Source: an optimization exercise on an open RTL-to-GDS flow (aim: small area). Production flows keep margins and buffers that such runs may drop. Only simulation tests tie the RTL to the original design; equivalence was not proved. No activity file was given, so power comes from the tool's default toggle rates.

<file path="flow/run.sh">
#!/bin/bash
# The standard layout (the standard.sh, unchanged synthesis and steps) with
# two arguments passed through ORFS's own variables:
#  - port buffers use the smallest buffer cell instead of the default choice
#  - clock tree synthesis runs without dummy loads
# Each tool's output goes to ORFS's per-step logs under orfs/logs; make's own
# output goes to flow_make.log here.
set -euo pipefail
export BUFFER_PORTS_ARGS="-buffer_cell sky130_fd_sc_hd__buf_1"
export CTS_ARGS="-sink_clustering_enable -repair_clock_nets -sink_clustering_size 30 -sink_clustering_max_diameter 100 -dont_use_dummy_load"
bash standard.sh > flow_make.log 2>&1
</file>
<file path="standard.sh">
#!/bin/bash
# synth_recipe.tcl (not shown) runs the flow's synth.tcl, then flattens the netlist and writes it again
# the make line also repeats each setting of config.mk as NAME=value (left out here)
make -C /OpenROAD-flow-scripts/flow DESIGN_CONFIG=/design/flow/config.mk WORK_HOME=/design/flow/orfs CLKGATE_MAP_FILE= SYNTH_SCRIPT=/design/flow/synth_recipe.tcl "${@:-finish}"
</file>
<file path="config.mk">
export PLATFORM = sky130hd
export DESIGN_NAME = match_recovery_top
export DESIGN_NICKNAME = match_recovery_top
export VERILOG_FILES = /design/flow/design.v
export SDC_FILE = /design/flow/constraint.sdc
export NUM_CORES = 4
export LEC_CHECK = 0
export ABC_AREA = 1
export CAP_MARGIN = 20
export CORE_MARGIN = 2
export CORE_UTILIZATION = 65
export CTS_CLUSTER_DIAMETER = 100
export CTS_CLUSTER_SIZE = 30
export SLEW_MARGIN = 20
</file>
<file path="constraint.sdc">
create_clock -name core_clock -period 5.0 [get_ports {i_clk}]
set_input_delay 1.0000 -clock core_clock [delete_from_list [all_inputs] [get_ports {i_clk}]]
set_output_delay 1.0000 -clock core_clock [all_outputs]
set_load 0.01 [all_outputs]
</file>
<file path="design.v">
package frer_pkg;
    localparam int NUM_PORTS  = 4;
    localparam int PORT_IDX_W = 2;
    localparam int SEQ_W    = 16;
    localparam int HANDLE_W = 4;
    localparam int NUM_STREAMS = 16;
    localparam logic [SEQ_W-1:0] INVALID_SEQ = '1;
    localparam logic [15:0] RESET_TICKS = 16'd50;
    typedef logic [NUM_PORTS-1:0] port_mask_t;   
    typedef struct packed {
        logic [SEQ_W-1:0]    seq_num;   
        logic [HANDLE_W-1:0] handle;    
    } tag_info_t;
    typedef enum logic [1:0] {
        VERDICT_NONE    = 2'd0,   
        VERDICT_PASS    = 2'd1,
        VERDICT_DISCARD = 2'd2
    } verdict_e;
    typedef enum logic [1:0] {
        ST_IDLE   = 2'd0,
        ST_LOOKUP = 2'd1,
        ST_DECIDE = 2'd2,
        ST_REPORT = 2'd3
    } ctrl_state_e;
endpackage
`timescale 1ns/1ps
module match_recovery_top (
    input  logic        i_clk,
    input  logic        i_rst,
    input  logic [3:0]  i_tag_valid,
    input  logic [79:0] i_tag,   
    output logic [3:0]  o_pass_en,
    output logic [3:0]  o_discard_en,
    output logic [3:0]  o_judge_finish
);
    logic [1:0]  r_state;     
    logic [1:0]  r_grant;     
    logic [3:0]  r_pending;
    logic [19:0] r_tag [4];   
    logic [5:0]  r_time;      
    logic        r_done;      
    logic        r_vpass;
    logic        r_vdisc;
    logic [1:0] next_idx;
    logic       next_found;
    logic [1:0] cand;
    always_comb begin
        next_found = 1'b0;
        next_idx   = r_grant;
        cand       = r_grant;
        for (int k = 1; k <= 4; k++) begin
            cand = r_grant + 2'(k);
            if (!next_found && r_pending[cand]) begin
                next_found = 1'b1;
                next_idx   = cand;
            end
        end
    end
    wire       idle   = (r_state == 2'd0);
    wire       report = (r_state == 2'd3);
    wire [3:0] finish = report ? (4'b0001 << r_grant) : 4'b0000;
    always_ff @(posedge i_clk) begin
        if (i_rst) begin
            r_state <= 2'd0;
            r_grant <= 2'd3;
        end else if (idle) begin
            if (next_found) begin
                r_grant <= next_idx;
                r_state <= 2'd1;
            end
        end else begin
            r_state <= r_state + 2'd1;
        end
    end
    always_ff @(posedge i_clk) begin
        if (i_rst) r_pending <= 4'b0000;
        else       r_pending <= (r_pending & ~finish) | i_tag_valid;
    end
    wire busy = r_state[0] ^ r_state[1];
    always_ff @(posedge i_clk) begin
        for (int p = 0; p < 4; p++) begin
            if (i_tag_valid[p] && !(busy && r_grant == 2'(p)))
                r_tag[p] <= i_tag[p*20 +: 20];
        end
    end
    always_ff @(posedge i_clk) begin
        if (i_rst) r_time <= 6'd0;
        else       r_time <= r_time + 6'd1;
    end
    wire [19:0] cur  = r_tag[r_grant];
    wire [3:0]  h    = cur[3:0];
    wire [15:0] s    = cur[19:4];
    wire        sval = (s != 16'hffff);
    logic [15:0] s_seq [16];
    logic [5:0]  s_t   [16];
    logic [15:0] s_a;
    logic [15:0] s_q;
    function automatic logic [3:0] tap_of(input logic [3:0] slot);
        case (slot)
            4'd0:    tap_of = 4'b1000;
            4'd3:    tap_of = 4'b1001;
            4'd6:    tap_of = 4'b1010;
            4'd9:    tap_of = 4'b1011;
            4'd12:   tap_of = 4'b1100;
            4'd15:   tap_of = 4'b1101;
            default: tap_of = 4'b0000;
        endcase
    endfunction
    logic       r_at;    
    logic [2:0] r_ti;
    wire  [3:0] h_next = !idle ? h
                       : i_tag_valid[next_idx] ? i_tag[next_idx*20 +: 4]
                       : r_tag[next_idx][3:0];
    wire        win_next = !i_rst && (idle ? next_found : !report);
    wire        done_next = !idle && (r_done || r_at);
    wire  [3:0] tap_next = tap_of(h_next + r_time[3:0] + 4'd1);
    always_ff @(posedge i_clk) begin
        r_at <= win_next && !done_next && tap_next[3];
        r_ti <= tap_next[2:0];
    end
    wire [2:0] ti     = r_ti;
    wire       at_tap = r_at;
    logic [15:0] e_seq;
    logic [5:0]  e_t;
    logic        e_a;
    logic        e_q;
    always_comb begin
        case (ti)
            3'd0:    begin e_seq = s_seq[0];  e_t = s_t[0];  e_a = s_a[0];  e_q = s_q[0];  end
            3'd1:    begin e_seq = s_seq[3];  e_t = s_t[3];  e_a = s_a[3];  e_q = s_q[3];  end
            3'd2:    begin e_seq = s_seq[6];  e_t = s_t[6];  e_a = s_a[6];  e_q = s_q[6];  end
            3'd3:    begin e_seq = s_seq[9];  e_t = s_t[9];  e_a = s_a[9];  e_q = s_q[9];  end
            3'd4:    begin e_seq = s_seq[12]; e_t = s_t[12]; e_a = s_a[12]; e_q = s_q[12]; end
            default: begin e_seq = s_seq[15]; e_t = s_t[15]; e_a = s_a[15]; e_q = s_q[15]; end
        endcase
    end
    wire [5:0] g_i  = r_time - {4'd0, r_state};   
    wire [5:0] age  = g_i - e_t;                   
    wire       ta   = e_a | e_q | (age >= 6'd54);
    wire       eq   = (e_seq == s);
    wire       vpass = sval & (ta | ~eq);
    wire       vdisc = sval & ~ta & eq;
    wire       qnew  = ~e_a & (age == 6'd52);
    for (genvar i = 0; i < 16; i++) begin : g_slot
        localparam int J = (i + 15) % 16;   
        logic [15:0] nseq;
        logic [5:0]  nt;
        logic        na;
        logic        nq;
        if ((J % 3) == 0) begin : g_tap
            wire wr = at_tap && (ti == 3'(J / 3));
            assign nseq = (wr && sval)  ? s     : s_seq[J];
            assign nt   = (wr && vpass) ? g_i   : s_t[J];
            assign nq   = (wr && vpass) ? qnew  : s_q[J];
            assign na   = i_rst | (s_a[J] & ~(wr && vpass));
        end else if (J == 2 || J == 10) begin : g_scrub
            wire [5:0] a = r_time - s_t[J];
            assign nseq = s_seq[J];
            assign nt   = s_t[J];
            assign nq   = s_q[J];
            assign na   = i_rst | s_a[J] | (a[5:3] == 3'b111);
        end else begin : g_plain
            assign nseq = s_seq[J];
            assign nt   = s_t[J];
            assign nq   = s_q[J];
            assign na   = i_rst | s_a[J];
        end
        always_ff @(posedge i_clk) begin
            s_seq[i] <= nseq;
            s_t[i]   <= nt;
            s_a[i]   <= na;
            s_q[i]   <= nq;
        end
    end
    always_ff @(posedge i_clk) begin
        r_done <= done_next;
    end
    always_ff @(posedge i_clk) begin
        if (at_tap && !report) begin
            r_vpass <= vpass;
            r_vdisc <= vdisc;
        end
    end
    wire fpass = (at_tap && report) ? vpass : r_vpass;
    wire fdisc = (at_tap && report) ? vdisc : r_vdisc;
    assign o_judge_finish = finish;
    assign o_pass_en      = finish & {4{fpass}};
    assign o_discard_en   = finish & {4{fdisc}};
endmodule
</file>
==> results.yml, run 1 <==
run_status:
  status: "complete, no violations"
floorplan:
  io_pins: 98
  coreArea_mm2: 0.02361
  dieArea_mm2: 0.02542
  start_util_pct: 66.51
  die_x_um: 159.4
  die_h_um: 159.4
  placementRows: 56
routing:
  drt-total-wl_mm: 33.59
  avgRoutedWirePerCell_um: 17.27
  via_per_inst: 5.445
  first_iter_violations: 1015
  dr.pass1.iters: 6
  remaining_drc_errors: 0
  via_count: 10591
  antenna_left: 0
setup_path:
  cp_cell_sequence: "nor2_1, nand2_1, inv_2, buf_4, nand2_1, a41oi_1, ha_1, fa_1, o21ai_0, xnor2_1, a21oi_2, nand2_2, nor3b_2, nand3_2, a21oi_1, buf_1"
  cp-end-kind: "output port"
  crit_path_max_fanout: 15
  startpoint: "r_ti[1]"
  critical_path.max_stage_delay_ns: 0.38
  crit_path_start_kind: "flip-flop"
  arrival_ns: 3.76
  rr_startpoint: "r_grant[0]"
  r2r_slack_ns: 0.59
  critPathRequiredTime_ns: 4.00
  crit_top_cell: "nand2_1"
  r2r_cells: 24
  crit_slowest_cell: "dfxtp_2"
  path_class: "flip-flop to output port"
  r2r-end: "r_at"
timing:
  setup_viol: 0
  final_max_slew_viol_count: 0
  whs_ns: 0.2912
  rsz0062_at_grt: "no"
  relSlewSlack_pct: 39.58
  skew_ns: 0.05270
  fin_ws_ns: 0.2387
  clock.fmax_mhz: 210.0
  hold_viol_final: 0
  fin_setup_tns_ns: 0
  fin_crit_ns: 4.761
  tightest_slew_ns: 0.9053
  timing.final.crit_share_pct: 95.23
worst_hold_path:
  hold_class: "flip-flop to flip-flop"
  min_path_cells: 0
  hold_end: "s_seq[11][15]"
  hp-start: "s_seq[10][15]"
clock_tree:
  insertion_delay_ns: 0.53
  cts_sinks: 485
  cts-buffers-inserted: 20
  clock_path_buffers: 3
  htreeDepth: 1
  clock-root-buffer: "clkbuf_16"
  cts_tree: "built"
  path_clk_slew_ns: 0.10
global_routing:
  grt_pass1_vias: 10056
  grt_first_pass_wirelength_mm: 53.05
  grt_antenna_before_repair: 0
  grt_max_degree: 31
  track_usage_pct: 26.26
  grt-ovfl-total: 0
synthesis:
  yosysWarnings: 4
  synth_flop_cell: "dfxtp_1"
  syn_nets: 1643
  yosysTopAreaCell: "dfxtp_1"
  synth_top_area_share_pct: 51.37
  syn-cell-area_mm2: 0.01570
  synth_edf_count: 82
  synth-async-reset-ratio_pct: 0
  postSynthAreaPerCell_um2: 10.28
  synth.ff_latch_count: 485
  postSynthCellCount: 1528
  ys_seq_area_share_pct: 67.05
  ys_top_cells_by_area: "dfxtp_1 51%, edfxtp_1 16%, nand2_1 9.0%, o21ai_0 4.6%, inv_1 2.2%"
  ys_types: 43
run:
  maxCapViolCount: 0
placement:
  place_ws_ns: 0.3420
  port-buffer-count: 97
  gp_congestion: 0.9027
  detailed_place_hpwl_mm: 22.65
  place_area_mm2: 0.01648
finish:
  antenna_cells: 0
  drive_gt1_share_pct: 6.827
  area_growth_pct: 8.972
  final_nets: 1743
  final_area_mm2: 0.01711
power:
  p_leak_nw: 7.007
  power_mw: 11.04
  power_density_mw_per_mm2: 645.2
  vdd_drop_max_uv: 430.8
## synthesized netlist by cell type, types with 2 or more instances
library cell,number
nor3_1,7
o21ai_0,145
or2_1,3
o21ai_1,24
clkbuf_1,20
a21oi_1,42
o22ai_1,30
nand2_2,8
a221oi_1,10
a22oi_1,5
nand4_1,19
a22o_1,25
nor2_1,50
nor2_2,3
nor4_1,2
buf_2,18
dfxtp_1,403
a31oi_1,2
buf_4,3
nand2_1,378
nand3_1,57
inv_1,92
a211oi_1,3
ha_1,26
xor2_1,15
fa_1,3
edfxtp_1,82
inv_2,13
nor3b_1,2
buf_1,3
xnor2_1,12
or2_2,12
## how the worst max path moves through the flow
stage                           end  slack, ns  cells past startpoint
floorplan              o_pass_en[0]       0.80                     18
finish              o_discard_en[0]       0.24                     16
global route        o_discard_en[3]       0.02                     16
detailed placement     o_pass_en[1]       0.34                     20
CTS                 o_discard_en[0]       0.03                     14
global placement       o_pass_en[0]       0.52                     20
## power by group
group | internal, mW | switching [mW]
registers | 5.17 | 0.445
logic | 1.27 | 2.36
clock network | 0.723 | 1.08
total | 7.16 | 3.88
## routing by layer
metal / vias to the layer above / routed length (um) / global-route usage [%]
met5: - / 0 / 0
li1: 5260 / - / -
met4: 0 / 690 / 5.702
met3: 48 / 2311 / 3.230
met2: 387 / 14520 / 41.44
met1: 4896 / 16060 / 39.32
## what timing repair did
item | CTS | global route
setup buffers | 0 | 0
gates resized for setup | 5 | 25
hold buffers | 0 | 0
endpoints found under the setup margin | 8 | 8
cloned | 0 | 0
## per-stage QoR
| stage | cells | utilization (%) |
|---|---|---|
| finish | 1945 | 72.47 |
| global route | 1945 | 72.47 |
| CTS | 1945 | 71.95 |
| detailed placement | 1925 | 69.78 |
| global placement | 1925 | 69.78 |
| floorplan | 1528 | - |
## area by class of cell
class                           instances  area (um2)
Clock buffer                           20       500.5
Fill cell                            1756        6500
Inverter                              106       402.9
Multi-Input combinational cell        893        4718
Sequential cell                       485       10540
Tap cell                              319       399.1
Timing Repair Buffer                  122       556.8
## layout by cell type, fill, tap and decap left out, types with 6 or more instances in the layout
cell type,synthesis,final
ha_1,26,25
nand2_2,8,9
xnor2_1,12,12
o22ai_1,30,22
dfxtp_1,403,401
nor3_1,7,6
a21oi_1,42,36
inv_1,92,92
o21ai_1,24,24
or2_2,12,12
nand2_1,378,377
nor2_1,50,50
a221oi_1,10,10
o21ai_0,145,144
buf_4,3,24
o22ai_2,0,7
a22o_1,25,25
inv_2,13,11
clkbuf_16,0,20
edfxtp_1,82,82
a21oi_2,0,6
nand3_1,57,54
xor2_1,15,14
nand4_1,19,19
buf_1,3,96
## kinds of logic after synthesis
family                     count (synthesis)  share of synthesized area (%)
AOI/OAI and AO/OA                        291                          10.60
xor gates and xnor gates                  27                          1.506
adders and majority gates                 29                          2.454
buffers and inverters                    150                          3.800
DFF                                      485                          67.05
and+or+nand+nor                          546                          14.58
## critical path, delay by kind of cell (launching register included)
| kind | cells | cell delay, ns |
|---|---|---|
| and+or+nand+nor | 6 | 0.94 |
| buffers and inverters | 3 | 0.66 |
| AOI/OAI and AO/OA | 4 | 0.58 |
| adders and majority gates | 2 | 0.48 |
| DFF | 1 | 0.38 |
| xor gates and xnor gates | 1 | 0.19 |
## sequential cells by signal, indices dropped and copies added (netlist names), 3 cells and up
register,flops
s_a,16
r_ti,3
r_tag,80
s_t,96
r_pending,4
s_seq,256
s_q,16
r_time,6
==> run 2, diff against run 1 <==
--- a/config.mk
+++ b/config.mk
@@ -10,3 +10,3 @@
 export CORE_MARGIN = 2
-export CORE_UTILIZATION = 65
+export CORE_UTILIZATION = 40
 export CTS_CLUSTER_DIAMETER = 100
==> results.yml, run 2 <==
clock_tree:
  path_clk_slew_ns: 0.10
  cts_sinks: 485
  cts-buffers-inserted: 20
  clock_path_buffers: 3
  cts_hold_buf: 0
  clock-root-buffer: "clkbuf_16"
  insertion_delay_ns: 0.56
  cts_tree: "built"
  htreeDepth: 1
global_routing:
  grt_first_pass_wirelength_mm: 55.81
  grt-ovfl-total: 0
  grt_antenna_before_repair: 0
  track_usage_pct: 17.08
  grt_pass1_vias: 10238
  grt_max_degree: 33
finish:
  finalNonFillerCells: 2150
  drive_gt1_share_pct: 7.047
  fill_cells: 3756
  multiInputGateArea_mm2: 0.004695
  antenna_cells: 0
  regArea_mm2: 0.01054
  largestRegisters: "s_seq x256, s_t x96, r_tag x80"
  final_util_pct: 44.87
  largest_reg_flops: 256
  final_cell_mix: "401 x dfxtp_1, 376 x nand2_1, 143 x o21ai_0"
  final_nets: 1749
  final_common_cell: "dfxtp_1"
  area_growth_pct: 10.68
  top_register: "s_seq"
timing:
  clock.fmax_mhz: 213.8
  final_max_slew_viol_count: 0
  relSlewSlack_pct: 38.72
  skew_ns: 0.04708
  hold_viol_final: 0
  fin_setup_tns_ns: 0
  timing.final.crit_share_pct: 93.53
  setup_viol: 0
  whs_ns: 0.2790
  rsz0062_at_grt: "no"
  fin_crit_ns: 4.676
  tightest_slew_ns: 0.9183
setup_path:
  cp-end-kind: "output port"
  cp_cell_sequence: "inv_1, ha_1, inv_1, fa_1, xor2_1, inv_1, ha_1, nand2_1, o21ai_2, nand2_1, nand2_1, a21oi_1, or2_1, a21oi_2, nand2_2, nand3_4, nand3_4, a21oi_1, buf_1"
  path_class: "flip-flop to output port"
  cp_num_buf_inv: 4
  cp_top_family: "adder cells"
  crit_path_max_fanout: 7
  crit_path_start_kind: "flip-flop"
  critPathRequiredTime_ns: 4.00
  crit_slowest_cell: "fa_1"
  critical_path.max_stage_delay_ns: 0.40
  arrival_ns: 3.68
power:
  p_leak_nw: 7.035
  power_density_mw_per_mm2: 633.8
  clockPowerShare_pct: 16.6
  power_mw: 11.02
  p_switching_mw: 3.878
  p_int_mw: 7.139
  power_frac_comb_pct: 32.5
  sw_frac_of_total_pct: 35.20
  power.share.sequential_pct: 50.9
  vdd_drop_max_uv: 298.4
synthesis:
  synthXorXnorAreaFrac_pct: 1.506
  yosysTopAreaCell: "dfxtp_1"
  synthSimpleGateAreaFrac_pct: 14.58
  post-synth-top-count-cell: "dfxtp_1"
  postSynthAreaPerCell_um2: 10.28
  yosysWarnings: 4
  postSynthCellCount: 1528
  synth_compound_area_share_pct: 10.60
  synth_top_family_by_area: "simple AND/OR/NAND/NOR gates"
  synth_flop_cell: "dfxtp_1"
  ys_seq_area_share_pct: 67.05
  synthMuxAreaShare_pct: 0
  syn-cell-area_mm2: 0.01570
  synth_edf_count: 82
  synthAdderAreaFrac_pct: 2.454
  ys_types: 43
  synth_common_cells: "403 x dfxtp_1, 378 x nand2_1, 145 x o21ai_0"
  ys_top_cells_by_area: "dfxtp_1 51%, edfxtp_1 16%, nand2_1 9.0%, o21ai_0 4.6%, inv_1 2.2%"
  syn_nets: 1643
  synth.ff_latch_count: 485
  synth-async-reset-ratio_pct: 0
  synth_top_area_share_pct: 51.37
routing:
  remaining_drc_errors: 0
  dr.pass1.iters: 7
  via_count: 10561
  drt-total-wl_mm: 35.01
  via_per_inst: 4.912
  avgRoutedWirePerCell_um: 16.28
  antenna_left: 0
  first_iter_violations: 790
floorplan:
  die_h_um: 202.1
  start_util_pct: 40.54
  coreArea_mm2: 0.03874
  io_pins: 98
  die_x_um: 202.1
  placementRows: 72
  dieArea_mm2: 0.04086
placement:
  gp_congestion: 0.8650
  dpl.cell_count: 2123
  port-buffer-count: 97
  detailed_place_hpwl_mm: 24.43
run:
  maxCapViolCount: 0
worst_hold_path:
  hold_class: "flip-flop to flip-flop"
run_status:
  status: "complete, no violations"
run 2: cell types whose count changed in the layout (fill, tap and decap cells not counted), moves of 2 or more:
cell | before | now
clkbuf_2 | 1 | 3
o22ai_1 | 22 | 27
buf_1 | 96 | 94
a21oi_4 | 0 | 2
buf_4 | 24 | 31
o22ai_2 | 7 | 3
run 2: path summary, 6_finish.rpt:
| path | from | to | slack, ns | cells past startpoint |
|---|---|---|---|---|
| worst max-delay path | r_time[0] | o_pass_en[3] | 0.32 | 19 |
| worst max register to register | r_grant[1] | r_at | 0.64 | 24 |
| worst min-delay path | s_seq[8][14] | s_seq[9][14] | 0.28 | 0 |
| worst min register to register | s_seq[8][14] | s_seq[9][14] | 0.28 | 0 |
run 2: cell type report:
class	count	area share [%]
Sequential cell	485	60.61
Inverter	106	2.318
Multi-Input combinational cell	893	27.01
Timing Repair Buffer	128	3.455
Clock buffer	20	2.879
Tap cell	518	3.729
run 2: cell families (layout without fill, tap and decap cells):
kind of cell    count (synthesis)  in the layout
compound gates                291            291
simple gates                  546            546
xor+xnor                       27             27
buf+inv                       150            254
flops                         485            485
fa+ha+maj                      29             29
run 2: repair_timing:
action                     4_1_cts  5_1_grt
pin swaps                        0        2
buffers inserted                 0        7
setup endpoints to repair        8        8
gates resized for setup          5       23
run 2: per-stage QoR:
step                instance area [um2]  setup slack, ns
floorplan                         15700           0.8038
global placement                  16720           0.4642
detailed placement                16720           0.3237
CTS                               17230          0.01558
global route                      17380          0.03489
finish                            17380           0.3237
run 2: power groups by stage:
stage	sequential [mW]	combinational, mW	clock [mW]
CTS	5.61	3.50	1.89
floorplan	5.52	2.49	0
global placement	5.67	3.45	0
global route	5.72	4.07	2.03
detailed placement	5.69	3.48	0
finish	5.61	3.58	1.83
run 2: per-layer routing:
metal  share of wire (%)  track usage (%)
met2                  46            28.23
met5                   0                0
met4                 1.4            3.571
met3                 5.3            2.096
met1                  48            24.19
==> run 3, diff against run 2 <==
--- a/design.v
+++ b/design.v
@@ -41,4 +41,3 @@
     logic        r_done;      
-    logic        r_vpass;
-    logic        r_vdisc;
+    logic        r_hit;       
     logic [1:0] next_idx;
@@ -85,5 +84,7 @@
     end
+    wire [5:0] time_n     = r_time + 6'd1;
+    wire [2:0] time_n_hi1 = time_n[5:3] + 3'd1;
     always_ff @(posedge i_clk) begin
         if (i_rst) r_time <= 6'd0;
-        else       r_time <= r_time + 6'd1;
+        else       r_time <= time_n;
     end
@@ -141,4 +142,3 @@
     wire       vpass = sval & (ta | ~eq);
-    wire       vdisc = sval & ~ta & eq;
-    wire       qnew  = ~e_a & (age == 6'd52);
+        wire       qnew  = ~e_a & (age == 6'd52);
     for (genvar i = 0; i < 16; i++) begin : g_slot
@@ -157,2 +157,3 @@
             wire [5:0] a = r_time - s_t[J];
+            wire old = (a[5:3] == 3'b111);
             assign nseq = s_seq[J];
@@ -160,3 +161,3 @@
             assign nq   = s_q[J];
-            assign na   = i_rst | s_a[J] | (a[5:3] == 3'b111);
+            assign na   = i_rst | s_a[J] | old;
         end else begin : g_plain
@@ -177,10 +178,9 @@
     end
+    wire hit = ~ta & eq;
     always_ff @(posedge i_clk) begin
-        if (at_tap && !report) begin
-            r_vpass <= vpass;
-            r_vdisc <= vdisc;
-        end
+        if (at_tap && !report) r_hit <= hit;
     end
-    wire fpass = (at_tap && report) ? vpass : r_vpass;
-    wire fdisc = (at_tap && report) ? vdisc : r_vdisc;
+    wire fhit  = (at_tap && report) ? hit : r_hit;
+    wire fpass = sval & ~fhit;
+    wire fdisc = sval & fhit;
     assign o_judge_finish = finish;
--- a/flow/run.sh
+++ b/flow/run.sh
@@ -5,2 +5,3 @@
 #  - clock tree synthesis runs without dummy loads
+#  - timing repair after global routing downsizes cells off the critical paths
 # Each tool's output goes to ORFS's per-step logs under orfs/logs; make's own
@@ -9,2 +10,3 @@
 export BUFFER_PORTS_ARGS="-buffer_cell sky130_fd_sc_hd__buf_1"
+export RECOVER_POWER=100
 export CTS_ARGS="-sink_clustering_enable -repair_clock_nets -sink_clustering_size 30 -sink_clustering_max_diameter 100 -dont_use_dummy_load"
==> results.yml, run 3 <==
setup_path:
  r2r_cells: 13
  crit_path_max_fanout: 12
  path_class: "flip-flop to output port"
  cp-end-kind: "output port"
  crit_path_start_kind: "flip-flop"
  arrival_ns: 3.81
  rr_startpoint: "r_grant[0]"
  critPathRequiredTime_ns: 4.00
  startpoint: "r_ti[1]"
placement:
  detailed_place_hpwl_mm: 23.89
  gp_congestion: 0.8559
  port-buffer-count: 97
clock_tree:
  cts_sinks: 484
  cts-buffers-inserted: 20
  htreeDepth: 1
  clock-root-buffer: "clkbuf_16"
  insertion_delay_ns: 0.56
  path_clk_slew_ns: 0.11
  clock_path_buffers: 3
  cts_tree: "built"
synthesis:
  synth_top_family_by_area: "simple AND/OR/NAND/NOR gates"
  synthAdderAreaFrac_pct: 2.467
  synth_common_cells: "403 x dfxtp_1, 352 x nand2_1, 129 x o21ai_0"
  synth_compound_area_share_pct: 11.04
  synthMuxAreaShare_pct: 0
  synth_top_area_share_pct: 51.65
  yosysTopAreaCell: "dfxtp_1"
  syn-cell-area_mm2: 0.01562
  synth.ff_latch_count: 484
  synthSimpleGateAreaFrac_pct: 13.95
  synth_flop_cell: "dfxtp_1"
  ys_types: 48
  postSynthAreaPerCell_um2: 10.55
  synthXorXnorAreaFrac_pct: 1.450
  post-synth-top-count-cell: "dfxtp_1"
  postSynthCellCount: 1481
  syn_nets: 1596
  yosysWarnings: 4
  synth-async-reset-ratio_pct: 0
  synth_edf_count: 81
  ys_seq_area_share_pct: 67.22
  ys_top_cells_by_area: "dfxtp_1 52%, edfxtp_1 16%, nand2_1 8.5%, o21ai_0 4.1%, ha_1 2.1%"
routing:
  via_per_inst: 4.927
  avgRoutedWirePerCell_um: 16.49
  remaining_drc_errors: 0
  antenna_left: 0
  via_count: 10382
  first_iter_violations: 830
  dr.pass1.iters: 5
  drt-total-wl_mm: 34.74
finish:
  final_common_cell: "dfxtp_1"
  final_cell_mix: "400 x dfxtp_1, 359 x nand2_1, 160 x o21ai_0"
  drive_gt1_share_pct: 6.419
  final_nets: 1706
  final_util_pct: 44.43
  antenna_cells: 0
  area_growth_pct: 9.669
  top_register: "s_seq"
  largestRegisters: "s_seq x256, s_t x96, r_tag x80"
  fill_cells: 3727
  largest_reg_flops: 256
timing:
  skew_ns: 0.05835
  final_max_slew_viol_count: 42
  rsz0062_at_grt: "no"
  setup_viol: 0
  relSlewSlack_pct: -32.53
  clock.fmax_mhz: 207.9
  timing.final.crit_share_pct: 96.18
  hold_viol_final: 0
  fin_setup_tns_ns: 0
  fin_crit_ns: 4.809
  tightest_slew_ns: 1.988
global_routing:
  grt_max_degree: 38
  grt_pass1_vias: 9974
  grt_antenna_before_repair: 0
  grt_first_pass_wirelength_mm: 54.78
  track_usage_pct: 16.89
  grt-ovfl-total: 0
floorplan:
  dieArea_mm2: 0.04065
  coreArea_mm2: 0.03856
  io_pins: 98
  start_util_pct: 40.51
  placementRows: 72
  die_x_um: 201.6
  die_h_um: 201.6
power:
  p_switching_mw: 3.949
  power_frac_comb_pct: 32.7
  p_leak_nw: 6.786
  p_int_mw: 7.366
  vdd_drop_max_uv: 339.2
  clockPowerShare_pct: 16.1
  sw_frac_of_total_pct: 34.90
  power_density_mw_per_mm2: 660.6
  power.share.sequential_pct: 51.2
run_status:
  so.violations: "max-capacitance violations, max-slew violations"
  status: "failed layout checks"
worst_hold_path:
  min_path_cells: 0
  hp-start: "s_q[2]"
  hold_class: "flip-flop to flip-flop"
run:
  maxCapViolCount: 2
==> run 3: changes by cell type in the layout (fill, tap and decap cells not counted), moves of 4 or more <==
| cell | before | now |
|---|---|---|
| a21oi_1 | 35 | 43 |
| a22o_1 | 25 | 19 |
| a22oi_1 | 5 | 11 |
| clkbuf_1 | 0 | 7 |
| clkbuf_2 | 3 | 7 |
| inv_1 | 92 | 76 |
| nand2_1 | 376 | 359 |
| nand2_2 | 10 | 1 |
| nand4_1 | 19 | 15 |
| o21ai_0 | 143 | 160 |
| o21ai_1 | 25 | 11 |
| xor2_1 | 15 | 9 |
==> run 3: repair_timing <==
action,4_1_cts,5_1_grt
setup endpoints to repair,8,8
pin swaps,1,3
hold buffers,0,0
hold endpoints to repair,0,0
resized for setup,4,19
buffers inserted,3,4
==> run 3: path summary, 6_finish.rpt <==
check	endpoint	slack, ns
worst max-delay path	o_discard_en[2]	0.19
worst min-delay path	s_q[3]	0.31
worst max register to register	s_seq[1][10]	0.52
worst min register to register	s_q[3]	0.31
==> run 3: critical path: stages, from the launching register on <==
cell	delay [ns]
dfxtp_2	0.45
nor2_4	0.05
clkbuf_2	0.13
nor2_4	0.16
inv_2	0.05
clkbuf_4	0.23
nor2_1	0.12
a41oi_1	0.05
ha_1	0.25
fa_1	0.43
o21ai_1	0.24
xnor2_1	0.15
inv_1	0.07
nand3_1	0.09
nand2_1	0.06
inv_2	0.07
nand3b_1	0.17
nand2_1	0.10
nand2_1	0.10
nor2_1	0.13
buf_1	0.17
==> run 3: metrics by stage <==
step	worst slack [ns]	power (mW)	cell area [um2]	hold slack [ns]	cells
2_1_floorplan	0.9833	8.239	15620	0.3096	1481
3_3_place_gp	0.4793	9.400	16630	0.3099	2080
3_5_place_dp	0.2669	9.496	16650	0.3121	2080
4_1_cts	0.01772	11.35	17180	0.3073	2103
5_1_grt	0.002077	12.09	17130	0.3081	2107
6_report	0.1910	11.32	17130	0.3069	2107
==> run 3: cells by family (layout without fill, tap and decap cells) <==
kind of cell             count (synthesis)  after routing
AO/OA/AOI/OAI                          298            298
XOR/XNOR                                25             25
adder cells (fa/ha/maj)                 29             29
buffers and inverters                  138            246
flip-flops                             484            484
AND/OR/NAND/NOR                        507            507
==> run 3: power by group through the flow <==
stage                     Sequential (mW)  Clock [mW]  Combinational [mW]
after global routing                 5.93        2.01                4.15
after floorplan                      5.69           0                2.55
after CTS                            5.79        1.88                3.69
after detailed placement             5.86           0                3.63
final                                5.79        1.82                3.70
after global placement               5.84           0                3.56
==> run 3: routing by layer <==
layer  up-vias  routed length (um)  global-route usage, %
met2       304               15660                  27.56
li1       5155                   -                      -
met5         -                   0                      0
met4         0                 764                  4.517
met3        55                1707                  1.895
met1      4868               16610                  23.90
==> run 3: cell type report <==
cell class	instances	area [um2]	share of cell area [%]
Sequential cell	484	10500	61.32
Clock buffer	20	500.5	2.922
Inverter	87	331.6	1.936
Multi-Input combinational cell	859	4488	26.20
Timing Repair Buffer	139	658.1	3.842
Tap cell	518	648.1	3.784
==> run 4, diff against run 3 <==
==> flow/run.sh (replaced) <==
#!/bin/bash
# The standard layout (standard.sh) with these changes:
#  - synthesis is synth_recipe.tcl unchanged, except that ABC maps the logic
#    with an area script (flow/synth_nf.tcl, flow/abc_nf.script)
#  - port buffers use the smallest buffer cell (BUFFER_PORTS_ARGS)
#  - clock tree synthesis runs without dummy loads (CTS_ARGS)
# Each tool's output goes to ORFS's per-step logs under orfs/logs; make's own
# output goes to flow_make.log here.
set -euo pipefail
export FLOW_WORK="$PWD"
export BUFFER_PORTS_ARGS="-buffer_cell sky130_fd_sc_hd__buf_1"
export CTS_ARGS="-sink_clustering_enable -repair_clock_nets -sink_clustering_size 30 -sink_clustering_max_diameter 100 -dont_use_dummy_load"
sed "s#SYNTH_SCRIPT=[^ ]*synth_recipe.tcl#SYNTH_SCRIPT=$PWD/flow/synth_nf.tcl#" standard.sh > standard_nf.sh
grep -q "SYNTH_SCRIPT=$PWD/flow/synth_nf.tcl" standard_nf.sh
bash standard_nf.sh > flow_make.log 2>&1
==> flow/abc_nf.script (new file) <==
strash
&get -n
&fraig -x
&put
scorr
dc2
strash
&get -n
&dch -f
&nf -R 1000
&put
==> flow/synth_nf.tcl (new file) <==
# The standard synthesis (synth_recipe.tcl, sourced unchanged below) with one
# change: the ABC run that maps the combinational logic uses abc_nf.script, an
# area-oriented script (&nf mapper), in place of ORFS's abc_area.script.
# Flip-flops are mapped before ABC runs, so the registers are the same.
proc abc {args} {
  set i [lsearch -exact $args -script]
  if {$i >= 0 && [string match *abc_area.script [lindex $args [expr {$i + 1}]]]} {
    lset args [expr {$i + 1}] $::env(FLOW_WORK)/flow/abc_nf.script
  }
  yosys abc {*}$args
}
source $::env(FLOW_WORK)/synth_recipe.tcl
--- a/config.mk
+++ b/config.mk
@@ -13,2 +13,3 @@
 export CTS_CLUSTER_SIZE = 30
+export GPL_TIMING_DRIVEN = 0
 export SLEW_MARGIN = 20
==> results.yml, run 4 <==
timing:
  setup_viol: 0
  timing.final.crit_share_pct: 98.83
  relSlewSlack_pct: 48.11
  clock.fmax_mhz: 202.4
  final_max_slew_viol_count: 0
  fin_crit_ns: 4.941
  rsz0062_at_grt: "yes"
  skew_ns: 0.06779
  tightest_slew_ns: 0.7756
  hold_viol_final: 0
routing:
  via_count: 9453
  avgRoutedWirePerCell_um: 18.30
  antenna_left: 0
  first_iter_violations: 868
  via_per_inst: 5.252
  remaining_drc_errors: 0
  drt-total-wl_mm: 32.95
  dr.pass1.iters: 5
global_routing:
  grt-ovfl-total: 0
  grt_max_degree: 35
  use_met2_pct: 27.42
  grt_first_pass_wirelength_mm: 51.80
  grt_antenna_before_repair: 0
  use_met1_pct: 24.68
  track_usage_pct: 17.08
  use_met3_pct: 1.960
  busiest_layer: "met2"
  grt_pass1_vias: 9158
synthesis:
  synth.ff_latch_count: 484
  synth_top_area_share_pct: 54.63
  synth_flop_cell: "dfxtp_1"
  yosysTopAreaCell: "dfxtp_1"
  ys_seq_area_share_pct: 71.10
  synth_common_cells: "403 x dfxtp_1, 146 x nand2_1, 127 x o21ai_0"
  post-synth-top-count-cell: "dfxtp_1"
  ys_types: 46
  synth_edf_count: 81
  yosysWarnings: 4
  syn-cell-area_mm2: 0.01477
  postSynthAreaPerCell_um2: 12.50
  syn_nets: 1296
  ys_top_cells_by_area: "dfxtp_1 55%, edfxtp_1 16%, o21ai_0 4.3%, a222oi_1 3.9%, nand2_1 3.7%"
  postSynthCellCount: 1181
  synth-async-reset-ratio_pct: 0
clock_tree:
  insertion_delay_ns: 0.56
  path_clk_slew_ns: 0.11
  clock_path_buffers: 3
  clock-root-buffer: "clkbuf_16"
  cts_sinks: 484
  htreeDepth: 1
  cts_tree: "built"
  cts-buffers-inserted: 20
finish:
  final_util_pct: 46.77
  drive_gt1_share_pct: 10.81
  antenna_cells: 0
  final_nets: 1449
  final_common_cell: "dfxtp_1"
  fill_cells: 3281
  final_cell_mix: "395 x dfxtp_1, 135 x nand2_1, 120 x o21ai_0"
  largestRegisters: "s_seq x256, s_t x96, r_tag x80"
  top_register: "s_seq"
  largest_reg_flops: 256
  area_growth_pct: 15.67
power:
  power_mw: 10.88
  vdd_drop_max_uv: 386.4
  power_density_mw_per_mm2: 637.2
  p_leak_nw: 6.453
floorplan:
  io_pins: 98
  placementRows: 70
  dieArea_mm2: 0.03847
  die_h_um: 196.1
  die_x_um: 196.1
  coreArea_mm2: 0.03652
  start_util_pct: 40.44
worst_hold_path:
  min_path_cells: 0
  hp-start: "s_seq[14][7]"
  hold_class: "flip-flop to flip-flop"
  hold_end: "s_seq[15][7]"
setup_path:
  crit_path_max_fanout: 5
  r2r-end: "r_at"
  arrival_ns: 3.94
  r2r_slack_ns: 0.26
  r2r_cells: 19
  rr_startpoint: "r_grant[1]"
  critPathRequiredTime_ns: 4.00
  crit_slowest_cell: "fa_2"
  cp_cell_sequence: "clkinv_2, ha_1, clkinv_1, fa_2, clkinv_2, fa_1, clkinv_1, a21o_1, a21oi_1, xor2_1, a21oi_2, o21ai_2, nor2_2, nor3_4, mux2_4, nand2b_4, nor2_1, buf_2"
  cp-end-kind: "output port"
  path_class: "flip-flop to output port"
  critical_path.max_stage_delay_ns: 0.60
  crit_path_start_kind: "flip-flop"
placement:
  gp_congestion: 0.8271
  detailed_place_hpwl_mm: 21.13
  port-buffer-count: 97
run:
  maxCapViolCount: 0
run_status:
  status: "complete, no violations"
run 4: area by class of cell:
cell class                 count  area [um2]  area share (%)
timing repair buffer         131       793.3           4.644
multi-input combinational    672        4583           26.83
clock buffer                  20       500.5           2.930
tap                          468       585.6           3.428
inverter                      25       100.1          0.5860
sequential                   484       10520           61.58
run 4: power breakdown:
group	total [mW]	internal [mW]	leakage, nW	switching, mW
combinational	3.55	1.39	2.10	2.16
clock	1.82	0.723	0.246	1.10
sequential	5.51	5.09	4.10	0.421
total	10.9	7.21	6.45	3.68
run 4: kinds of logic after synthesis:
family,synth area share (%)
flops,71.10
compound gates,12.91
simple gates,8.185
mux,2.779
xor+xnor,1.779
fa+ha+maj,2.610
buf+inv,0.6354
run 4: worst max path at each step:
stage / start / end / slack, ns / cells past startpoint
2_1_floorplan: r_ti[1] / o_discard_en[0] / 0.23 / 18
3_3_place_gp: r_ti[2] / s_t[13][2] / -2.65 / 4
3_5_place_dp: r_grant[0] / o_discard_en[3] / -0.71 / 14
4_1_cts: r_grant[0] / o_discard_en[0] / 0.002 / 13
5_1_grt: r_grant[1] / r_at / -0.20 / 20
6_report: r_time[0] / o_pass_en[3] / 0.06 / 18
run 4: stage by stage:
| step | instances | hold slack (ns) | TNS, ns | setup WS, ns | cell area [um2] |
|---|---|---|---|---|---|
| CTS | 1797 | 0.3134 | 0 | 0.001957 | 16930 |
| detailed placement | 1762 | 0.3121 | -32.18 | -0.7126 | 16110 |
| global placement | 1746 | 0.3095 | -163.32 | -2.646 | 15760 |
| global route | 1800 | 0.3205 | -0.9961 | -0.2008 | 17080 |
| finish | 1800 | 0.3104 | 0 | 0.05874 | 17080 |
| floorplan | 1181 | 0.3096 | 0 | 0.2345 | 14810 |
run 4: critical path, delay by kind of cell (launching register included):
| family | cells | cell delay [ns] |
|---|---|---|
| AO/OA/AOI/OAI | 4 | 0.39 |
| XOR/XNOR | 1 | 0.15 |
| adder cells (fa/ha/maj) | 3 | 1.20 |
| buffers and inverters | 5 | 0.48 |
| flip-flops | 1 | 0.37 |
| multiplexers | 1 | 0.30 |
| AND/OR/NAND/NOR | 4 | 0.54 |
run 4: timing repair:
item	in CTS	in global routing
gates resized for setup	62	33
buffers inserted	15	3
cloned	0	0
hold buffers	0	0
pin swaps	5	5
setup endpoints to repair	54	49
endpoints found under the hold margin	0	0
run 4: layer usage:
metal | routed length (um) | share of wire [%] | up-vias
li1 | - | - | 4560
met3 | 2180 | 6.6 | 41
met2 | 14740 | 45 | 327
met4 | 628 | 1.9 | 0
met5 | 0 | 0 | -
met1 | 15390 | 47 | 4525
==> run 5, diff against run 4 <==
--- a/config.mk
+++ b/config.mk
@@ -13,3 +13,2 @@
 export CTS_CLUSTER_SIZE = 30
-export GPL_TIMING_DRIVEN = 0
 export SLEW_MARGIN = 20
==> results.yml, run 5 <==
floorplan:
  die_h_um: 196.1
  die_x_um: 196.1
  io_pins: 98
  start_util_pct: 40.44
  placementRows: 70
  dieArea_mm2: 0.03847
  coreArea_mm2: 0.03652
synthesis:
  post-synth-top-count-cell: "dfxtp_1"
  synth_edf_count: 81
  postSynthCellCount: 1181
  synth.ff_latch_count: 484
  ys_seq_area_share_pct: 71.10
  postSynthAreaPerCell_um2: 12.50
  ys_types: 46
  synth-async-reset-ratio_pct: 0
  syn_nets: 1296
  synth_flop_cell: "dfxtp_1"
  syn-cell-area_mm2: 0.01477
  yosysWarnings: 4
  synth_top_area_share_pct: 54.63
  ys_top_cells_by_area: "dfxtp_1 55%, edfxtp_1 16%, o21ai_0 4.3%, a222oi_1 3.9%, nand2_1 3.7%"
  yosysTopAreaCell: "dfxtp_1"
  synth_common_cells: "403 x dfxtp_1, 146 x nand2_1, 127 x o21ai_0"
finish:
  final_area_mm2: 0.01702
  regArea_mm2: 0.01052
  antenna_cells: 0
  fill_cells: 3295
  final_util_pct: 46.61
  top_register: "s_seq"
  final_cell_mix: "396 x dfxtp_1, 145 x nand2_1, 120 x o21ai_0"
  multiInputGateArea_mm2: 0.004382
  final_common_cell: "dfxtp_1"
  area_growth_pct: 15.27
  largestRegisters: "s_seq x256, s_t x96, r_tag x80"
  largest_reg_flops: 256
  drive_gt1_share_pct: 10.78
  final_nets: 1490
timing:
  setup_viol: 0
  timing.final.crit_share_pct: 96.35
  clock.fmax_mhz: 207.6
  whs_ns: 0.2958
  skew_ns: 0.06326
  final_max_slew_viol_count: 0
  fin_setup_tns_ns: 0
  tightest_slew_ns: 1.065
  relSlewSlack_pct: 28.75
  fin_crit_ns: 4.818
  hold_viol_final: 0
routing:
  top_layer_used: "met4"
  via_per_inst: 5.221
  wl_met2_mm: 14.63
  via_count: 9611
  wl_met1_mm: 15.78
  dr.pass1.iters: 6
  first_iter_violations: 1000
  remaining_drc_errors: 0
  antenna_left: 0
  avgRoutedWirePerCell_um: 18.11
  dr_wl_met3_mm: 2.119
  drt-total-wl_mm: 33.34
global_routing:
  grt_max_degree: 34
  track_usage_pct: 17.09
  grt_first_pass_wirelength_mm: 51.74
  grt_pass1_vias: 9201
  grt-ovfl-total: 0
  grt_antenna_before_repair: 0
clock_tree:
  cts_tree: "built"
  cts_sinks: 484
  htreeDepth: 1
  clock_path_buffers: 3
  cts-buffers-inserted: 20
  path_clk_slew_ns: 0.11
  cts_hold_buf: 0
  insertion_delay_ns: 0.55
  clock-root-buffer: "clkbuf_16"
worst_hold_path:
  hold_class: "flip-flop to flip-flop"
placement:
  port-buffer-count: 97
  gp_congestion: 0.9525
  place_area_mm2: 0.01615
  detailed_place_hpwl_mm: 21.31
run:
  maxCapViolCount: 0
run_status:
  status: "complete, no violations"
power:
  power_mw: 10.93
  p_leak_nw: 6.537
  power_density_mw_per_mm2: 642.0
  vdd_drop_max_uv: 413.2
setup_path:
  crit_path_start_kind: "flip-flop"
  cp-end-kind: "output port"
  critPathRequiredTime_ns: 4.00
  r2r_slack_ns: 0.34
  arrival_ns: 3.82
  crit_path_max_fanout: 5
  path_class: "flip-flop to output port"
## run 5: cell counts after synthesis
Identical to the previous run, type by type.
## run 5: timing repair
item	in CTS	in global routing
buffers inserted	9	18
pin swaps	3	10
resized for setup	17	44
setup endpoints to repair	8	11
## run 5: logic make-up after synthesis
logic type | Yosys count | synth area share, %
flip-flops | 484 | 71.10
XOR/XNOR | 30 | 1.779
multiplexers | 37 | 2.779
buffers and inverters | 25 | 0.6354
AO/OA/AOI/OAI | 296 | 12.91
adder cells (fa/ha/maj) | 29 | 2.610
AND/OR/NAND/NOR | 280 | 8.185
## run 5: per-layer routing
| layer | GRT usage [%] | vias up |
|---|---|---|
| met5 | 0 | - |
| met4 | 4.714 | 0 |
| met3 | 2.097 | 60 |
| met2 | 27.30 | 335 |
| met1 | 24.57 | 4576 |
| li1 | - | 4640 |
## run 5: worst max-delay path, stage by stage (launching register included)
cell and delay, ns:
dfxtp_2 0.37, clkinv_2 0.10, ha_1 0.19, clkinv_1 0.07, fa_2 0.46, ha_1 0.31
nor2b_1 0.13, o21ai_1 0.13, nand2b_1 0.09, a21o_1 0.20, a21oi_2 0.16, o21ai_1 0.11
nor2_1 0.19, nor3_2 0.08, mux2_4 0.31, nand2b_4 0.16, nor2_1 0.11, buf_1 0.16
## run 5: layout make-up
type	count	area share, %
timing repair buffer	172	5.498
multi-input combinational	672	25.74
tap	468	3.440
inverter	25	0.5880
sequential	484	61.79
clock buffer	20	2.940
## run 5: where the power goes
group / leakage, nW / total (mW) / switching (mW) / internal [mW]
sequential: 4.10 / 5.52 / 0.429 / 5.09
clock: 0.246 / 1.82 / 1.09 / 0.724
combinational: 2.19 / 3.59 / 2.09 / 1.51
## run 5: per-stage QoR
step	worst slack, ns	cells
finish	0.1823	1841
CTS	0.01024	1824
floorplan	0.2345	1181
global placement	0.2677	1795
global route	-0.02876	1841
detailed placement	0.08792	1795
## run 5: worst paths after layout
path / start / endpoint / depth (start not counted)
worst min register to register: s_t[11][4] / s_t[12][4] / 0
worst min-delay path: s_t[11][4] / s_t[12][4] / 0
worst max register to register: r_grant[1] / r_at / 21
worst max-delay path: r_time[0] / o_pass_en[3] / 17
==> run 6, diff against run 5 <==
--- a/flow/abc_nf.script
+++ b/flow/abc_nf.script
@@ -11 +11,6 @@
 &put
+topo
+stime -c
+buffer -c
+upsize -c
+dnsize -c
==> results.yml, run 6 <==
run_status:
  status: "complete, no violations"
timing:
  hold_viol_final: 0
  final_max_slew_viol_count: 0
  timing.final.crit_share_pct: 97.23
  rsz0062_at_grt: "yes"
  setup_viol: 0
  skew_ns: 0.05220
  clock.fmax_mhz: 205.7
  tightest_slew_ns: 0.9923
  fin_crit_ns: 4.861
  whs_ns: 0.2997
  relSlewSlack_pct: 33.60
finish:
  area_growth_pct: 12.82
  final_nets: 1473
  drive_gt1_share_pct: 13.57
  top_register: "s_seq"
  final_common_cell: "dfxtp_1"
  antenna_cells: 0
  final_area_mm2: 0.01699
  final_cell_mix: "397 x dfxtp_1, 140 x nand2_1, 121 x o21ai_0"
  largestRegisters: "s_seq x256, s_t x96, r_tag x80"
  largest_reg_flops: 256
setup_path:
  crit_path_start_kind: "flip-flop"
  path_class: "flip-flop to output port"
  cp_cell_sequence: "nor3b_2, buf_4, a222oi_1, nand2_1, o21a_1, inv_1, ha_1, nor2b_1, o21ai_1, nand2b_1, a21o_1, a21oi_2, a21oi_1, o21ai_1, nor2_1, nor3_2, mux2_4, nand2_2, nor2_2, buf_2"
  critical_path.max_stage_delay_ns: 0.39
  crit_top_cell: "o21ai_1"
  r2r_cells: 20
  arrival_ns: 3.86
  r2r-end: "r_at"
  r2r_slack_ns: 0.44
  cp_top_family: "compound AO/OA/AOI/OAI gates"
  crit_path_max_fanout: 8
  cp_num_buf_inv: 3
  rr_startpoint: "r_grant[1]"
  crit_slowest_cell: "dfxtp_4"
  critPathRequiredTime_ns: 4.00
  cp-end-kind: "output port"
worst_hold_path:
  min_path_cells: 0
  hold_end: "s_seq[3][3]"
  hp-start: "s_seq[2][3]"
  hold_class: "flip-flop to flip-flop"
routing:
  wl_met2_mm: 15.19
  wl_met1_mm: 14.88
  top_layer_used: "met4"
  drt-total-wl_mm: 32.62
  remaining_drc_errors: 0
  first_iter_violations: 919
  dr_wl_met3_mm: 1.809
  dr.pass1.iters: 8
  antenna_left: 0
  via_per_inst: 5.062
  avgRoutedWirePerCell_um: 17.47
  via_count: 9451
floorplan:
  io_pins: 98
  die_h_um: 198
  coreArea_mm2: 0.03740
  placementRows: 71
  die_x_um: 198
  start_util_pct: 40.25
  dieArea_mm2: 0.03920
global_routing:
  grt_first_pass_wirelength_mm: 51.55
  grt_antenna_before_repair: 0
  track_usage_pct: 16.79
  grt-ovfl-total: 0
  grt_pass1_vias: 9317
  grt_max_degree: 34
placement:
  port-buffer-count: 97
  detailed_place_hpwl_mm: 21.97
  gp_congestion: 0.7992
  place_area_mm2: 0.01628
synthesis:
  synth_flop_cell: "dfxtp_1"
  postSynthCellCount: 1234
  synth_edf_count: 81
  ys_types: 61
  ys_seq_area_share_pct: 69.75
  synth.ff_latch_count: 484
  yosysTopAreaCell: "dfxtp_1"
  yosysWarnings: 4
  synth_common_cells: "403 x dfxtp_1, 145 x nand2_1, 122 x o21ai_0"
  syn-cell-area_mm2: 0.01505
  synth-async-reset-ratio_pct: 0
  postSynthAreaPerCell_um2: 12.20
  synth_top_area_share_pct: 53.59
  ys_top_cells_by_area: "dfxtp_1 54%, edfxtp_1 16%, o21ai_0 4.1%, a222oi_1 3.8%, nand2_1 3.6%"
  syn_nets: 1349
  post-synth-top-count-cell: "dfxtp_1"
power:
  p_leak_nw: 6.543
  vdd_drop_max_uv: 566.6
  power_density_mw_per_mm2: 644.6
clock_tree:
  clock_path_buffers: 3
  path_clk_slew_ns: 0.11
  cts_sinks: 484
  cts-buffers-inserted: 20
  clock-root-buffer: "clkbuf_16"
  cts_tree: "built"
  htreeDepth: 1
  cts_hold_buf: 0
  insertion_delay_ns: 0.55
run:
  maxCapViolCount: 0
==> run 6: cell types whose count changed in the layout (fill, tap and decap cells not counted), moves of 3 or more <==
| cell | delta |
|---|---|
| inv_1 | +23 |
| clkinv_1 | -20 |
| buf_4 | -16 |
| or2_0 | -9 |
| mux2_2 | +31 |
| ha_4 | -3 |
| o21ai_1 | -4 |
| nand2_1 | -5 |
| o21ai_2 | +3 |
| nand2_2 | +5 |
| mux2_1 | -31 |
| or2_2 | +9 |
==> run 6: area by class of cell <==
class	instances	area, um2
Sequential cell	484	10520
Tap cell	511	639.4
Clock buffer	20	500.5
Inverter	25	93.84
Timing Repair Buffer	155	822.0
Fill cell	3421	20410
Multi-Input combinational cell	672	4414
==> run 6: how the worst max path moves through the flow <==
stage / endpoint / depth (start not counted) / startpoint
final: o_discard_en[2] / 20 / r_ti[1]
after global routing: o_pass_en[3] / 19 / r_ti[2]
after CTS: o_pass_en[3] / 19 / r_ti[1]
after detailed placement: r_at / 19 / r_grant[1]
after global placement: r_at / 20 / r_grant[1]
after floorplan: o_discard_en[0] / 20 / r_ti[2]
==> run 6: per-stage QoR <==
stage / power, mW / setup slack, ns / setup TNS [ns] / instances / utilization, %
floorplan: 7.801 / 0.3010 / 0 / 1234 / -
global placement: 8.914 / 0.3969 / 0 / 1841 / 43.49
detailed placement: 9.002 / 0.1854 / 0 / 1841 / 43.53
CTS: 10.82 / 0.005428 / 0 / 1861 / 44.92
global route: 11.65 / -0.04052 / -0.1542 / 1867 / 45.42
finish: 10.95 / 0.1387 / 0 / 1867 / 45.42
==> run 6: routing by layer <==
layer	up-vias	track usage, %
met1	4486	22.95
met2	309	27.97
li1	4604	-
met4	0	4.456
met3	52	2.419
met5	-	0
==> run 6: cell families after synthesis <==
family,share of synthesized area [%]
XOR/XNOR,1.845
adder cells (fa/ha/maj),2.560
AND/OR/NAND/NOR,8.195
multiplexers,2.726
flip-flops,69.75
AO/OA/AOI/OAI,12.87
buffers and inverters,2.061
==> run 6: power by group <==
| group | switching (mW) | internal (mW) |
|---|---|---|
| logic | 2.17 | 1.47 |
| clock network | 1.08 | 0.723 |
| registers | 0.419 | 5.09 |
| total | 3.67 | 7.28 |
==> run 6: timing repair <==
action	in CTS	in global routing
setup endpoints to repair	8	10
gates cloned	0	0
endpoints found under the hold margin	0	0
pin swaps	2	15
buffers inserted	0	6
resized for setup	7	48
==> run 7, diff against run 6 <==
--- a/config.mk
+++ b/config.mk
@@ -8,3 +8,3 @@
 export ABC_AREA = 1
-export CAP_MARGIN = 20
+export CAP_MARGIN = 0
 export CORE_MARGIN = 2
@@ -13,2 +13,2 @@
 export CTS_CLUSTER_SIZE = 30
-export SLEW_MARGIN = 20
+export SLEW_MARGIN = 0
==> results.yml, run 7 <==
global_routing:
  grt-ovfl-total: 0
  grt_antenna_before_repair: 0
  grt_first_pass_wirelength_mm: 51.25
  grt_pass1_vias: 9345
  grt_max_degree: 34
  track_usage_pct: 16.73
setup_path:
  crit_path_start_kind: "flip-flop"
  r2r_cells: 20
  endpoint: "o_discard_en[0]"
  critical_path.max_stage_delay_ns: 0.39
  crit_slowest_cell: "dfxtp_4"
  r2r_slack_ns: 0.34
  cp_cell_sequence: "nor3b_2, buf_4, a222oi_1, nand2_1, o21a_1, inv_1, ha_1, nor2b_1, o21ai_1, nand2b_1, a21o_1, a21oi_2, a21oi_1, o21ai_1, nor2_1, nor3_2, mux2_4, nand2_4, nor2_1, buf_1"
  startpoint: "r_ti[0]"
  arrival_ns: 3.83
  path_class: "flip-flop to output port"
  r2r-end: "r_at"
  cp-end-kind: "output port"
  rr_startpoint: "r_grant[1]"
  crit_path_max_fanout: 8
  critPathRequiredTime_ns: 4.00
synthesis:
  ys_types: 61
  syn-cell-area_mm2: 0.01505
  post-synth-top-count-cell: "dfxtp_1"
  synth_top_area_share_pct: 53.59
  ys_top_cells_by_area: "dfxtp_1 54%, edfxtp_1 16%, o21ai_0 4.1%, a222oi_1 3.8%, nand2_1 3.6%"
  synth.ff_latch_count: 484
  postSynthAreaPerCell_um2: 12.20
  ys_seq_area_share_pct: 69.75
  synth-async-reset-ratio_pct: 0
  yosysWarnings: 4
  postSynthCellCount: 1234
  syn_nets: 1349
  yosysTopAreaCell: "dfxtp_1"
  synth_common_cells: "403 x dfxtp_1, 145 x nand2_1, 122 x o21ai_0"
  synth_flop_cell: "dfxtp_1"
  synth_edf_count: 81
routing:
  dr.pass1.iters: 8
  via_count: 9473
  via_per_inst: 5.068
  antenna_left: 0
  remaining_drc_errors: 0
  drt-total-wl_mm: 32.62
  avgRoutedWirePerCell_um: 17.45
  first_iter_violations: 913
placement:
  place_area_mm2: 0.01627
  detailed_place_hpwl_mm: 21.95
  gp_congestion: 0.7992
  port-buffer-count: 97
floorplan:
  dieArea_mm2: 0.03920
  io_pins: 98
  die_h_um: 198
  coreArea_mm2: 0.03740
  placementRows: 71
  start_util_pct: 40.25
  die_x_um: 198
finish:
  final_area_mm2: 0.01698
  antenna_cells: 0
  largestRegisters: "s_seq x256, s_t x96, r_tag x80"
  top_register: "s_seq"
  final_cell_mix: "397 x dfxtp_1, 140 x nand2_1, 121 x o21ai_0"
  area_growth_pct: 12.80
  final_nets: 1475
  largest_reg_flops: 256
  final_common_cell: "dfxtp_1"
  drive_gt1_share_pct: 13.40
run:
  maxCapViolCount: 0
power:
  power_density_mw_per_mm2: 643.3
  vdd_drop_max_uv: 472.4
  p_leak_nw: 6.533
timing:
  rsz0062_at_grt: "yes"
  tightest_slew_ns: 1.296
  relSlewSlack_pct: 13.12
  hold_viol_final: 0
  skew_ns: 0.06526
  clock.fmax_mhz: 206.9
  fin_setup_tns_ns: 0
  final_max_slew_viol_count: 0
  timing.final.crit_share_pct: 96.65
  fin_crit_ns: 4.833
  setup_viol: 0
clock_tree:
  insertion_delay_ns: 0.55
  clock-root-buffer: "clkbuf_16"
  clock_path_buffers: 3
  path_clk_slew_ns: 0.11
  cts_tree: "built"
  htreeDepth: 1
  cts_hold_buf: 0
  cts-buffers-inserted: 20
  cts_sinks: 484
worst_hold_path:
  hold_class: "flip-flop to flip-flop"
run_status:
  status: "complete, no violations"
==> run 7: cell counts after synthesis <==
No cell type changed its count.
==> run 7: worst min-delay path by stage <==
stage / cells past startpoint / endpoint / startpoint
floorplan: 0 / s_q[11] / s_q[10]
global placement: 0 / s_seq[12][0] / s_seq[11][0]
detailed placement: 0 / s_seq[12][10] / s_seq[11][10]
CTS: 0 / s_seq[12][13] / s_seq[11][13]
global route: 0 / s_seq[12][13] / s_seq[11][13]
finish: 0 / s_seq[12][13] / s_seq[11][13]
==> run 7: final cells by class <==
| class | count | area, um2 |
|---|---|---|
| inverters | 25 | 96.34 |
| well taps | 511 | 639.4 |
| flip-flops and latches | 484 | 10520 |
| repair buffers | 157 | 838.3 |
| multi-input cells | 672 | 4389 |
| fillers | 3436 | 20420 |
| clock buffers | 20 | 500.5 |
==> run 7: metrics by stage <==
step	hold WS, ns	cells	total power, mW	setup WS [ns]	util (%)
finish	0.2519	1869	10.92	0.1674	45.41
global route	0.2515	1869	11.63	-0.03856	45.41
CTS	0.2548	1861	10.81	0.02031	44.90
detailed placement	0.3121	1841	8.990	0.1831	43.49
global placement	0.3095	1841	8.914	0.3969	43.49
floorplan	0.3096	1234	7.801	0.3010	-
==> run 7: routing by layer <==
layer  track usage, %  routed length (um)  vias up
met5                0                   0        -
met4            5.347                 819        0
li1                 -                   -     4607
met3            2.538                2167       61
met1            22.58               14540     4454
met2            27.71               15100      351
==> run 7: cells by family after synthesis <==
logic type / count (synthesis) / synth area share (%)
and+or+nand+nor: 280 / 8.195
buffers and inverters: 78 / 2.061
DFF: 484 / 69.75
muxes: 37 / 2.726
AOI/OAI and AO/OA: 296 / 12.87
xor gates and xnor gates: 30 / 1.845
adders and majority gates: 29 / 2.560
==> run 7: power breakdown <==
group          internal [mW]  total (mW)  switching, mW
logic                   1.46        3.61           2.15
clock network          0.723        1.80           1.08
registers               5.09        5.51          0.422
total                   7.28        10.9           3.65
==> run 7: timing repair <==
item	4_1_cts	5_1_grt
buffers inserted	0	9
pin swaps	2	14
setup endpoints to repair	8	10
gates resized for setup	10	43
endpoints found under the hold margin	0	0
==> run 7: worst max-delay path: cells and delay by family (launching register included) <==
| family | cells | cell delay, ns |
|---|---|---|
| compound gates | 7 | 1.12 |
| flops | 1 | 0.39 |
| buf+inv | 3 | 0.39 |
| mux | 1 | 0.23 |
| simple gates | 8 | 0.98 |
| fa+ha+maj | 1 | 0.22 |
==> run 8, diff against run 7 <==
==> flow/abc_nf.script (replaced) <==
strash
&get -n
&fraig -x
&put
scorr
dc2
strash
&get -n
&dch -f
&nf -R 1000
&put
==> results.yml, run 8 <==
run_status:
  status: "complete, no violations"
finish:
  area_growth_pct: 14.61
  final_common_cell: "dfxtp_1"
  drive_gt1_share_pct: 10.05
  regArea_mm2: 0.01052
  finalNonFillerCells: 1831
  final_util_pct: 46.34
  largestRegisters: "s_seq x256, s_t x96, r_tag x80"
  antenna_cells: 0
  largest_reg_flops: 256
  multiInputGateArea_mm2: 0.004360
  final_cell_mix: "396 x dfxtp_1, 145 x nand2_1, 121 x o21ai_0"
  top_register: "s_seq"
  final_nets: 1480
  fill_cells: 3294
  final_area_mm2: 0.01693
routing:
  avgRoutedWirePerCell_um: 18.07
  first_iter_violations: 795
  via_count: 9525
  dr.pass1.iters: 8
  antenna_left: 0
  drt-total-wl_mm: 33.09
  via_per_inst: 5.202
  remaining_drc_errors: 0
setup_path:
  crit_path_max_fanout: 7
  r2r_slack_ns: 0.47
  arrival_ns: 3.81
  path_class: "flip-flop to output port"
  cp-end-kind: "output port"
  crit_path_start_kind: "flip-flop"
  critPathRequiredTime_ns: 4.00
  r2r_cells: 22
synthesis:
  synthAdderAreaFrac_pct: 2.610
  synth_flop_cell: "dfxtp_1"
  postSynthAreaPerCell_um2: 12.50
  post-synth-top-count-cell: "dfxtp_1"
  postSynthCellCount: 1181
  synth_top_family_by_area: "compound AO/OA/AOI/OAI gates"
  synth_compound_area_share_pct: 12.91
  synthXorXnorAreaFrac_pct: 1.779
  synth-async-reset-ratio_pct: 0
  yosysTopAreaCell: "dfxtp_1"
  synthMuxAreaShare_pct: 2.779
  synth_top_area_share_pct: 54.63
  synth_edf_count: 81
  synth.ff_latch_count: 484
  ys_types: 46
  ys_top_cells_by_area: "dfxtp_1 55%, edfxtp_1 16%, o21ai_0 4.3%, a222oi_1 3.9%, nand2_1 3.7%"
  ys_seq_area_share_pct: 71.10
  syn-cell-area_mm2: 0.01477
  yosysWarnings: 4
  synth_common_cells: "403 x dfxtp_1, 146 x nand2_1, 127 x o21ai_0"
  synthSimpleGateAreaFrac_pct: 8.184
  syn_nets: 1296
clock_tree:
  insertion_delay_ns: 0.56
  cts_sinks: 484
  path_clk_slew_ns: 0.11
  cts_hold_buf: 0
  htreeDepth: 1
  clock_path_buffers: 3
  cts_tree: "built"
  cts-buffers-inserted: 20
  clock-root-buffer: "clkbuf_16"
floorplan:
  die_x_um: 196.1
  io_pins: 98
  start_util_pct: 40.44
  coreArea_mm2: 0.03652
  dieArea_mm2: 0.03847
  placementRows: 70
  die_h_um: 196.1
timing:
  tightest_slew_ns: 1.160
  final_max_slew_viol_count: 0
  hold_viol_final: 0
  skew_ns: 0.09818
  setup_viol: 0
  whs_ns: 0.2735
  relSlewSlack_pct: 22.68
  fin_setup_tns_ns: 0
  fin_crit_ns: 4.805
  timing.final.crit_share_pct: 96.10
  fin_ws_ns: 0.1948
  clock.fmax_mhz: 208.1
run:
  maxCapViolCount: 0
worst_hold_path:
  min_path_cells: 0
  hold_class: "flip-flop to flip-flop"
global_routing:
  busiest_layer: "met2"
  grt-ovfl-total: 0
  grt_pass1_vias: 9237
  grt_max_degree: 34
  track_usage_pct: 17.02
  use_met2_pct: 26.93
  use_met1_pct: 24.52
  grt_antenna_before_repair: 0
  use_met3_pct: 2.183
  grt_first_pass_wirelength_mm: 51.76
power:
  power_density_mw_per_mm2: 642.5
  vdd_drop_max_uv: 326.6
  power_mw: 10.88
  p_leak_nw: 6.494
placement:
  port-buffer-count: 97
  dpl.cell_count: 1795
  detailed_place_hpwl_mm: 21.28
  place_ws_ns: 0.1061
  gp_congestion: 0.9525
  place_area_mm2: 0.01614
==> run 8: routing by layer <==
layer,vias to the layer above,share of wire (%)
met5,-,0
met4,0,2.7
met3,60,6.2
met2,331,43
met1,4511,48
li1,4623,-
==> run 8: layout make-up <==
| type | count | area share [%] |
|---|---|---|
| Timing Repair Buffer | 162 | 5.116 |
| Sequential cell | 484 | 62.13 |
| Tap cell | 468 | 3.460 |
| Multi-Input combinational cell | 672 | 25.76 |
| Clock buffer | 20 | 2.957 |
| Inverter | 25 | 0.5692 |
==> run 8: final timing paths <==
kind                    to          start
min reg2reg  s_seq[12][14]  s_seq[11][14]
min          s_seq[12][14]  s_seq[11][14]
max           o_pass_en[3]     r_state[1]
max reg2reg           r_at     r_grant[0]
==> run 8: worst max-delay path, cell delays in order (launching register included) <==
cell and delay, ns:
dfxtp_1 0.35, clkinv_1 0.16, ha_1 0.33, a211oi_1 0.36, xor2_1 0.12, buf_4 0.18
ha_1 0.36, a21oi_2 0.18, xor2_1 0.08, a21oi_1 0.11, o21ai_1 0.10, nor2_1 0.18
nor3_2 0.07, mux2_4 0.32, nand2b_4 0.17, nor2_1 0.11, clkbuf_2 0.14
==> run 8: cells by family after synthesis <==
family,count (synthesis)
buffers and inverters,25
AND/OR/NAND/NOR,280
multiplexers,37
AO/OA/AOI/OAI,296
flip-flops,484
adder cells (fa/ha/maj),29
XOR/XNOR,30
==> run 8: repair_timing <==
action	4_1_cts	5_1_grt
setup endpoints to repair	8	11
resized for setup	16	44
pin swaps	3	15
buffers inserted	8	9
==> run 8: report_power, final <==
group	switching (mW)	internal (mW)
clock network	1.08	0.722
registers	0.431	5.09
logic	2.08	1.48

-- static timing again, ports no longer ideal --
How much do the figures lean on ideal ports? The routed layouts below were timed once more, with nothing changed but the port constraints. Step 1 assumes that a clkbuf_16 drives the clock port and a buf_2 every other input. Step 2 times the ports against the registers' clock, not the clock port: input delays grow and output delays shrink by t, the midpoint of the rising clock arrivals with the driver on. Three values: ideal, step 1, step 2; two values: the first two.
run	shift t [ns]	slack for setup (ns)	hold slack, ns	clock arrival spread, ns	worst slew at a driven data input, ns
run 1	0.557	0.239 / 0.189 / 0.595	0.291 / 0.291 / 0.291	0.053 / 0.053	0.04
run 2	0.582	0.324 / 0.275 / 0.643	0.279 / 0.279 / 0.279	0.047 / 0.047	0.04
run 3	0.588	0.191 / 0.136 / 0.518	0.307 / 0.307 / 0.307	0.060 / 0.060	0.06
run 4	0.573	0.059 / 0.009 / 0.259	0.310 / 0.310 / 0.310	0.068 / 0.067	0.04
run 5	0.569	0.182 / 0.133 / 0.343	0.296 / 0.296 / 0.296	0.065 / 0.065	0.05
run 6	0.576	0.139 / 0.086 / 0.444	0.300 / 0.300 / 0.300	0.053 / 0.052	0.05
run 7	0.573	0.167 / 0.116 / 0.338	0.252 / 0.252 / 0.252	0.066 / 0.066	0.05
run 8	0.564	0.195 / 0.145 / 0.470	0.273 / 0.273 / 0.273	0.098 / 0.099	0.05
